Background: an optimization exercise with open tools, aiming at small area, a short achievable clock period and few clock cycles. Do not read the settings as production practice. The RTL was checked by simulation tests, not by an equivalence proof against the original design.

==> design.v <==
module muldiv_unit #(
  parameter int WIDTH      = 32,
  parameter int MUL_CYCLES = 5
) (
  input  logic             clk,
  input  logic             reset,
  input  logic [WIDTH-1:0] A,
  input  logic [WIDTH-1:0] B,
  input  logic [3:0]       MULOp,
  input  logic             start,
  output logic             busy,
  output logic [WIDTH-1:0] HI,
  output logic [WIDTH-1:0] LO
);
  localparam logic [3:0] OP_MULT  = 4'd1;
  localparam logic [3:0] OP_MULTU = 4'd2;
  localparam logic [3:0] OP_DIV   = 4'd3;
  localparam logic [3:0] OP_DIVU  = 4'd4;
  localparam logic [3:0] OP_MTHI  = 4'd5;
  localparam logic [3:0] OP_MTLO  = 4'd6;
  localparam logic [3:0] OP_MADD  = 4'd7;
  localparam logic [3:0] OP_MADDU = 4'd8;
  localparam logic [3:0] OP_MSUB  = 4'd9;
  localparam logic [3:0] OP_MSUBU = 4'd10;
  localparam int SW = 41;       
  logic        busy_q;
  logic        f_mul, f_fin, f_prep, f_norm, f_div, f_corr, f_negr, f_negq;
  logic        dlast_q;   
  logic [4:0]  cnt_q;
  logic        sg_q;      
  logic        uns_q;     
  logic        acc_q;     
  logic        sub_q;     
  logic        an_q;      
  logic        bz_q;      
  logic [5:0]  clz_q;     
  logic [4:0]  msb_q;     
  logic [3:0]  bs1_q, bs2_q, bng_q;    
  logic        e_hi_q, e_lo_q, e_neg_q, a_en_q;
  logic [31:0] hi_q, lo_q;
  logic [31:0] m_q;       
  logic [31:0] x_q;       
  logic [33:0] p_q;       
  logic is_mul, is_div, op_sg, op_acc, op_sub, op_uns;
  always_comb begin
    is_mul = (MULOp == OP_MULT) || (MULOp == OP_MULTU);
    is_mul = is_mul || (MULOp == OP_MADD) || (MULOp == OP_MADDU) ||
             (MULOp == OP_MSUB) || (MULOp == OP_MSUBU);
    op_acc = (MULOp == OP_MADD) || (MULOp == OP_MADDU) ||
             (MULOp == OP_MSUB) || (MULOp == OP_MSUBU);
    op_sub = (MULOp == OP_MSUB) || (MULOp == OP_MSUBU);
    is_div = (MULOp == OP_DIV) || (MULOp == OP_DIVU);
    op_sg  = (MULOp == OP_MULT) || (MULOp == OP_DIV) ||
             (MULOp == OP_MADD) || (MULOp == OP_MSUB);
    op_uns = (MULOp == OP_MULTU) || (MULOp == OP_MADDU) || (MULOp == OP_MSUBU);
  end
  function automatic logic [11:0] booth4(input logic [8:0] w, input logic neg_all);
    logic [3:0] s1, s2, ng;
    for (int j = 0; j < 4; j++) begin
      s1[j] = w[2*j] ^ w[2*j+1];
      s2[j] = (w[2*j+2] & ~w[2*j+1] & ~w[2*j]) | (~w[2*j+2] & w[2*j+1] & w[2*j]);
      ng[j] = (w[2*j+2] & ~(w[2*j+1] & w[2*j])) ^ (neg_all & (s1[j] | s2[j]));
    end
    booth4 = {ng, s2, s1};
  endfunction
  function automatic logic [5:0] clz32(input logic [31:0] v);
    logic [2:0] c4 [8];
    logic [7:0] nz;
    logic [5:0] r;
    for (int g = 0; g < 8; g++) begin
      logic [3:0] n;
      n = v[4*g +: 4];
      nz[g] = |n;
      c4[g] = n[3] ? 3'd0 : n[2] ? 3'd1 : n[1] ? 3'd2 : n[0] ? 3'd3 : 3'd4;
    end
    r = 6'd32;
    for (int g = 0; g < 8; g++) if (nz[g]) r = 6'(4 * (7 - g)) + {3'd0, c4[g]};
    clz32 = r;
  endfunction
  logic        in_an, in_bn;
  logic [5:0]  in_clz;
  logic [31:0] in_bm;
  logic [5:0]  in_bclz;
  assign in_an   = op_sg & A[31];
  assign in_bn   = op_sg & B[31];
  assign in_clz  = clz32(A ^ {32{in_an}});
  assign in_bm   = B ^ {32{in_bn}};
  assign in_bclz = clz32(in_bm);
  logic          msgn, bn;
  logic [SW-1:0] op_a, op_e, op_x, mext, sum;
  logic [SW-1:0] op_b [4];
  assign msgn = sg_q & m_q[31];
  assign bn   = msgn;
  assign mext = {{(SW-32){msgn}}, m_q};
  always_comb begin
    op_e = '0;
    for (int j = 0; j < 4; j++) begin
      op_b[j] = ((({SW{bs1_q[j]}} & mext) | ({SW{bs2_q[j]}} & {mext[SW-2:0], 1'b0}))
                 ^ {SW{bng_q[j]}}) << (2*j);
      op_e[2*j] = bng_q[j];
    end
    op_x = ({SW{e_hi_q}} & {{(SW-32){1'b0}}, hi_q}) | ({SW{e_lo_q}} & {{(SW-32){1'b0}}, lo_q});
    op_x = op_x ^ {SW{e_neg_q}};
    op_e[0] = op_e[0] | e_neg_q;
    op_b[1] = op_b[1] | op_x;
    op_a = {SW{a_en_q}} & {{(SW-34){p_q[33]}}, p_q};
    sum = op_a + op_b[0] + op_b[1] + op_b[2] + op_b[3] + op_e;
  end
  logic sgn;
  assign sgn = sum[SW-1];
  logic [6:0]  kk;
  logic [5:0]  kp;
  logic        zq;
  logic [31:0] rot, lowm;
  always_comb begin
    kk  = {1'b0, clz_q} + {2'b00, msb_q};
    zq  = ~bz_q & (kk >= 7'd32);
    kp  = bz_q ? 6'd1 : (kk[5:0] + 6'd1);
    rot = x_q;
    if (kp[0]) rot = {rot[30:0], rot[31]};
    if (kp[1]) rot = {rot[29:0], rot[31:30]};
    if (kp[2]) rot = {rot[27:0], rot[31:28]};
    if (kp[3]) rot = {rot[23:0], rot[31:24]};
    if (kp[4]) rot = {rot[15:0], rot[31:16]};
    for (int j = 0; j < 32; j++) lowm[j] = (6'(j) < kp);
  end
  logic [33:0] p_next;
  logic [31:0] x_next;
  always_comb begin
    p_next = sum[33:0];
    if (f_mul)               p_next = {sum[40], sum[40:8]};
    if (f_div & ~dlast_q)    p_next = {sum[32:0], x_q[31]};
    if (f_norm)              p_next = {2'b00, rot & lowm};
    x_next = sum[31:0];
    if (f_mul)               x_next = {sum[7:0], x_q[31:8]};
    if (f_div)               x_next = {x_q[30:0], ~sgn};
    if (f_norm)              x_next = rot & ~lowm;
  end
  logic [31:0] hi_d, lo_d;
  assign hi_d = f_mul ? sum[39:8] : sum[31:0];
  assign lo_d = f_mul ? {sum[7:0], x_q[31:8]} : f_div ? {x_q[30:0], ~sgn} : sum[31:0];
  logic qn, fin_need;
  assign qn       = (an_q ^ bn) & ~bz_q;
  assign fin_need = acc_q | (uns_q & x_q[7]);
  logic done, hi_we, lo_we, lo_zero;
  logic n_mul, n_fin, n_norm, n_div, n_corr, n_negr, n_negq;
  always_comb begin
    done = 1'b0; hi_we = 1'b0; lo_we = 1'b0; lo_zero = 1'b0;
    n_mul = 1'b0; n_fin = 1'b0; n_norm = 1'b0; n_div = 1'b0;
    n_corr = 1'b0; n_negr = 1'b0; n_negq = 1'b0;
    if (f_mul) begin
      lo_we = 1'b1;
      if (cnt_q[1:0] != 2'd0) n_mul = 1'b1;
      else if (fin_need)      n_fin = 1'b1;
      else begin hi_we = 1'b1; done = 1'b1; end
    end
    if (f_fin) begin hi_we = 1'b1; done = 1'b1; end
    if (f_prep) n_norm = 1'b1;
    if (f_norm) begin
      if (zq) begin lo_zero = 1'b1; done = 1'b1; end
      else n_div = 1'b1;
    end
    if (f_div & ~dlast_q) n_div = 1'b1;
    if ((f_div & dlast_q) | f_corr) begin
      hi_we = 1'b1;
      lo_we = f_div;
      if (f_div && sgn) n_corr = 1'b1;
      else if (an_q)    n_negr = 1'b1;
      else if (qn)      n_negq = 1'b1;
      else              done   = 1'b1;
    end
    if (f_negr) begin
      hi_we = 1'b1;
      if (qn) n_negq = 1'b1;
      else    done = 1'b1;
    end
    if (f_negq) begin lo_we = 1'b1; done = 1'b1; end
  end
  always_ff @(posedge clk) begin
    if (!busy_q) begin
      m_q <= B;
      x_q <= A;
      p_q <= op_acc ? {2'b00, lo_q} : 34'd0;
    end else begin
      p_q <= p_next;
      x_q <= x_next;
    end
  end
  always_ff @(posedge clk) begin
    if (reset) begin
      busy_q <= 1'b0;
      hi_q   <= '0;
      lo_q   <= '0;
    end else if (!busy_q) begin
      if (start) begin
        if (MULOp == OP_MTHI || is_div) hi_q <= A;
        if (MULOp == OP_MTLO)           lo_q <= A;
        busy_q <= is_mul | is_div;
      end
    end else begin
      if (hi_we)   hi_q <= hi_d;
      if (lo_we)   lo_q <= lo_d;
      if (lo_zero) lo_q <= '0;
      if (done)    busy_q <= 1'b0;
    end
  end
  always_ff @(posedge clk) begin
    if (!busy_q) begin
      sg_q   <= op_sg;
      uns_q  <= op_uns;
      acc_q  <= op_acc;
      sub_q  <= op_sub;
      an_q   <= in_an;
      bz_q   <= ~|B;
      clz_q  <= in_clz - {5'd0, in_an};
      msb_q  <= (in_bclz == 6'd32) ? 5'd0 : 5'(6'd31 - in_bclz);
      f_mul  <= ~is_div;
      f_fin  <= 1'b0;
      f_prep <= is_div & in_an;
      f_norm <= is_div & ~in_an;
      f_div  <= 1'b0;
      f_corr <= 1'b0;
      f_negr <= 1'b0;
      f_negq <= 1'b0;
      dlast_q <= 1'b0;
      cnt_q  <= 5'd3;
      {bng_q, bs2_q, bs1_q} <= is_div ? 12'd0 : booth4({A[7:0], 1'b0}, op_sub);
      e_hi_q  <= is_div & in_an;
      e_lo_q  <= 1'b0;
      e_neg_q <= is_div & in_an;
      a_en_q  <= ~is_div;
    end else begin
      f_mul  <= n_mul;
      f_fin  <= n_fin;
      f_prep <= 1'b0;
      f_norm <= n_norm;
      f_div  <= n_div;
      f_corr <= n_corr;
      f_negr <= n_negr;
      f_negq <= n_negq;
      if (f_mul | f_div) cnt_q <= cnt_q - 5'd1;
      if (f_norm)        cnt_q <= 5'(6'd32 - kp);
      dlast_q <= f_norm ? (kp == 6'd32) : (f_div & (cnt_q == 5'd1));
      {bng_q, bs2_q, bs1_q} <= '0;
      if (n_mul) {bng_q, bs2_q, bs1_q} <= booth4(x_q[15:7], sub_q);
      if (n_fin) begin
        bs1_q[0] <= uns_q & x_q[7];
        bng_q[0] <= uns_q & x_q[7] & sub_q;
      end
      if (n_div) begin
        bs1_q[0] <= 1'b1;
        bng_q[0] <= f_div ? ~(bn ^ sgn) : ~bn;
      end
      if (n_corr) begin
        bs1_q[0] <= 1'b1;
        bng_q[0] <= bn;
      end
      e_hi_q  <= n_negr | (n_fin & acc_q);
      e_lo_q  <= n_negq;
      e_neg_q <= n_negr | n_negq;
      a_en_q  <= n_mul | n_fin | n_div | n_corr;
    end
  end
  assign busy = busy_q;
  assign HI   = hi_q;
  assign LO   = lo_q;
endmodule
==> run.sh <==
#!/bin/bash
# synth_recipe.tcl (not shown) runs the flow's synth.tcl, then flattens the netlist and writes it again
# the make line also repeats each setting of config.mk as NAME=value (left out here)
make -C /OpenROAD-flow-scripts/flow DESIGN_CONFIG=/design/flow/config.mk WORK_HOME=/design/flow/orfs CLKGATE_MAP_FILE= SYNTH_SCRIPT=/design/flow/synth_recipe.tcl finish
==> config.mk <==
export PLATFORM = sky130hd
export DESIGN_NAME = muldiv_unit
export DESIGN_NICKNAME = muldiv_unit
export VERILOG_FILES = /design/flow/design.v
export SDC_FILE = /design/flow/constraint.sdc
export NUM_CORES = 4
export LEC_CHECK = 0
export CAP_MARGIN = 20
export CORE_MARGIN = 2
export CORE_UTILIZATION = 40
export SLEW_MARGIN = 20
==> constraint.sdc <==
create_clock -name core_clock -period 13.5 [get_ports {clk}]
set_input_delay 2.7000 -clock core_clock [delete_from_list [all_inputs] [get_ports {clk}]]
set_output_delay 2.7000 -clock core_clock [all_outputs]
set_load 0.01 [all_outputs]
==> results_dict.tcl <==
set metrics [dict create \
    required_ps 13950 \
    syn-num-nets 3311 \
    ctsHoldBuffers 0 \
    synth_edf_count 49 \
    maxCapViolCount 0 \
    area_delta_synth_final_pct 11.1 \
    cts_buffer_depth 3 \
    synth_seq_cells 209 \
    grt_max_degree 84 \
    gp_congestion 0.996 \
    postPlaceCellArea_sq_mm 0.0253 \
    cp_max_fo 34 \
    rows 89 \
    initial_utilization_pct 40.3 \
    htreeDepth 1 \
    cp_data_arrival_time_ps 6850 \
    grt_use_total_pct 33.4 \
    num_vias 24300 \
    cts_tree "built" \
    final_area_sq_mm 0.0263 \
    core_sq_mm 0.0587 \
    r2r-end "p_q[7]" \
    yosys_warnings 4 \
    synth-async-reset-ratio_pct 0 \
    critical-path-slowest-cell "xor2_1" \
    die-area_sq_mm 0.0610 \
    crit_type "register to register" \
    hold_viol 0 \
    seq_area_frac_synth_pct 19.8 \
    cts_setup_buffers 0 \
    fmax_ghz 0.156 \
    wire_per_inst_microns 27.7 \
    cts.sinks 209 \
    crit_chain "buf_4, a22oi_1, xor2_1, fa_1, inv_1, fa_1, inv_1, fa_1, inv_1, ha_1, o21ai_0, o21bai_1, o2111ai_1, a21oi_1, xor2_1, a21oi_1, a211oi_1, a21oi_1, o21ai_0" \
    endpoint "p_q[7]" \
    hold_path.class "register to register" \
    drt_first_pass_iters 6 \
    path_clk_slew_ps 70 \
    rsz0062_at_grt "false" \
    cts_resized 0 \
    cts_buffers 27 \
    hold_start "f_prep" \
    avgViaCountPerCell 6.41 \
    slew_headroom_pct 19.0 \
    synth.distinct_cells 98 \
    fp.dieW_microns 247 \
    setup_viol 0 \
    avgSynthCellArea_sq_um 7.79 \
    reg2reg_from "bs1_q[0]" \
    dp.final_hpwl_microns 78700 \
    ios 136 \
    slew_viol_final 0 \
    antenna_left 0 \
    outcome "timing/DRC/antenna clean" \
    grt_pass1_vias 22700 \
    die_h_microns 247 \
    drc 0 \
    cts_root_buf "clkbuf_16" \
    fin_util_pct 44.7 \
    drive_gt1_share_pct 6.24 \
    critPathLaunchType "register" \
    synthCells 3031 \
    drtIter0Drc 3327 \
    end_kind "register" \
    clk_latency_ps 600 \
    setup_tns_ps 0 \
    critPathLaunch "bs1_q[0]" \
    r2r_cells 19 \
    rrSetupSlack_ps 7100 \
    port-buffer-count 135 \
    fin_nets 3271 \
    slowest_delay_ps 820 \
    worst_pin_slew_ps 1210 \
    drt-total-wl_microns 105000 \
    skew_ps 33.3 \
    synth-main-ff-cell "dfxtp_1" \
    min_period_ps 6400 \
    grt_overflow 0 \
    syn_area_sq_mm 0.0236 \
    antenna_found_initial 1 \
    grt_pass1_wl_microns 151000 \
    fin_crit_sh_pct 47.4 \
]
-- worst min-delay path by stage --
stage | to | slack, ps | cells after the start
CTS | f_norm | 450 | 2
global route | f_norm | 480 | 2
finish | f_norm | 460 | 2
detailed placement | f_norm | 430 | 2
global placement | f_norm | 410 | 2
floorplan | f_norm | 410 | 2
-- cells in the mapped netlist, drive strengths merged (13+ instances only) --
master,n,area [sq um]
a21oi,223,1120
nand3,51,255
xnor2,175,1550
nor4,15,93.8
o22ai,28,175
fa,110,2200
mux2,29,327
mux4,16,360
mux2i,106,1060
a21boi,13,105
nor2b,35,226
nor3,35,175
and2,44,275
nor2,264,996
nand2,272,1040
nand4,19,119
o211ai,33,253
a211oi,42,315
a31oi,44,288
xor2,50,445
dfxtp,160,3200
inv,252,948
ha,99,1240
edfxtp,49,1470
and3,23,144
a21o,24,180
o21ai,190,958
nand2b,25,156
o21bai,18,135
clkbuf,199,779
buf,51,268
o21a,16,120
a22oi,166,1250
-- critical path: cells and delay by family (launching register included) --
family	cells	cell delay, ps
buffers and inverters	4	580
AO/OA/AOI/OAI	9	2330
adder cells (fa/ha/maj)	4	1930
flip-flops	1	380
XOR/XNOR	2	1010
-- metal layers --
layer  GRT usage, %  wire length (microns)
met1           47.0                  43700
met2           49.6                  43800
met3           5.67                  11400
met4           15.6                   5850
met5              0                      9
-- cells in the final DEF, fill, tap and decap left out, types with 34 or more instances in the layout --
cell	count
xor2_1	49
ha_1	99
a31oi_1	42
o21ai_0	180
clkdlybuf4s50_1	134
buf_4	46
a22oi_1	166
inv_1	249
dfxtp_1	153
edfxtp_1	49
nand3_1	51
nor3_1	35
a211oi_1	42
nor2b_1	34
xnor2_1	173
fa_1	110
nor2_1	258
a21oi_1	222
nand2_1	271
and2_1	43
mux2i_1	105
-- sequential cells by signal (all words and copies together) (netlist names), 4 cells and up --
register  flops
lo_q         32
cnt_q         5
p_q          34
hi_q         32
m_q          32
msb_q         5
bs1_q         4
bng_q         4
bs2_q         4
clz_q         6
x_q          32
-- cell families (layout without fill, tap and decap cells) --
group / Yosys count / count (layout) / synth area share [%]
AND/OR/NAND/NOR: 822 / 822 / 15.9
flip-flops: 209 / 209 / 19.8
other: 0 / 1 / 0
multiplexers: 151 / 151 / 7.40
buffers and inverters: 504 / 485 / 8.48
AO/OA/AOI/OAI: 910 / 910 / 25.3
adder cells (fa/ha/maj): 209 / 209 / 14.6
XOR/XNOR: 226 / 226 / 8.53
-- area by class of cell --
type                       count  area (sq um)
antenna                        1          2.50
fill                        5873         32400
clock inverter                18           264
inverter                     254           957
sequential                   209          4690
clock buffer                  32           694
multi-input combinational   2318         17000
tap                          773           967
timing repair buffer         181          1690
-- stage by stage --
step | hold slack (ps) | setup WS [ps] | instances
2_1_floorplan | 406 | 7980 | 3031
3_3_place_gp | 413 | 6740 | 3735
3_5_place_dp | 433 | 6710 | 3735
4_1_cts | 450 | 7280 | 3785
5_1_grt | 479 | 6770 | 3785
6_report | 464 | 7100 | 3786
Testbench counts, summed over its fixed seeds: cycles 13,304.

-- separate check: timing with driven ports --
How much do the figures lean on ideal ports? The routed layout below was timed once more, with nothing changed but the port constraints.
Step 1 sets driving cells, clkbuf_16 on the clock port and buf_2 on the other inputs (assumed; they add their load-dependent delay and slew).
Step 2 moves the port delays by t, midway between the first and last clock arrival at a register: inputs arrive t later, outputs are due t later. That takes back most of the time a late clock gives input paths.
Slacks: no drivers / after step 1 / after step 2; pairs: no drivers / after step 1.
t, ns: 0.637
slack for setup (ns): 7.099 / 7.099 / 6.668
worst register clock-pin slew, ns: 0.07 / 0.07
worst slew at a driven data input, ns: 0.09
cell pins on the clock port's net: 1
After both steps setup and hold are still met in this run. The setup slack of this run moves by 0.000 ns with the drivers and by -0.431 ns with both steps.
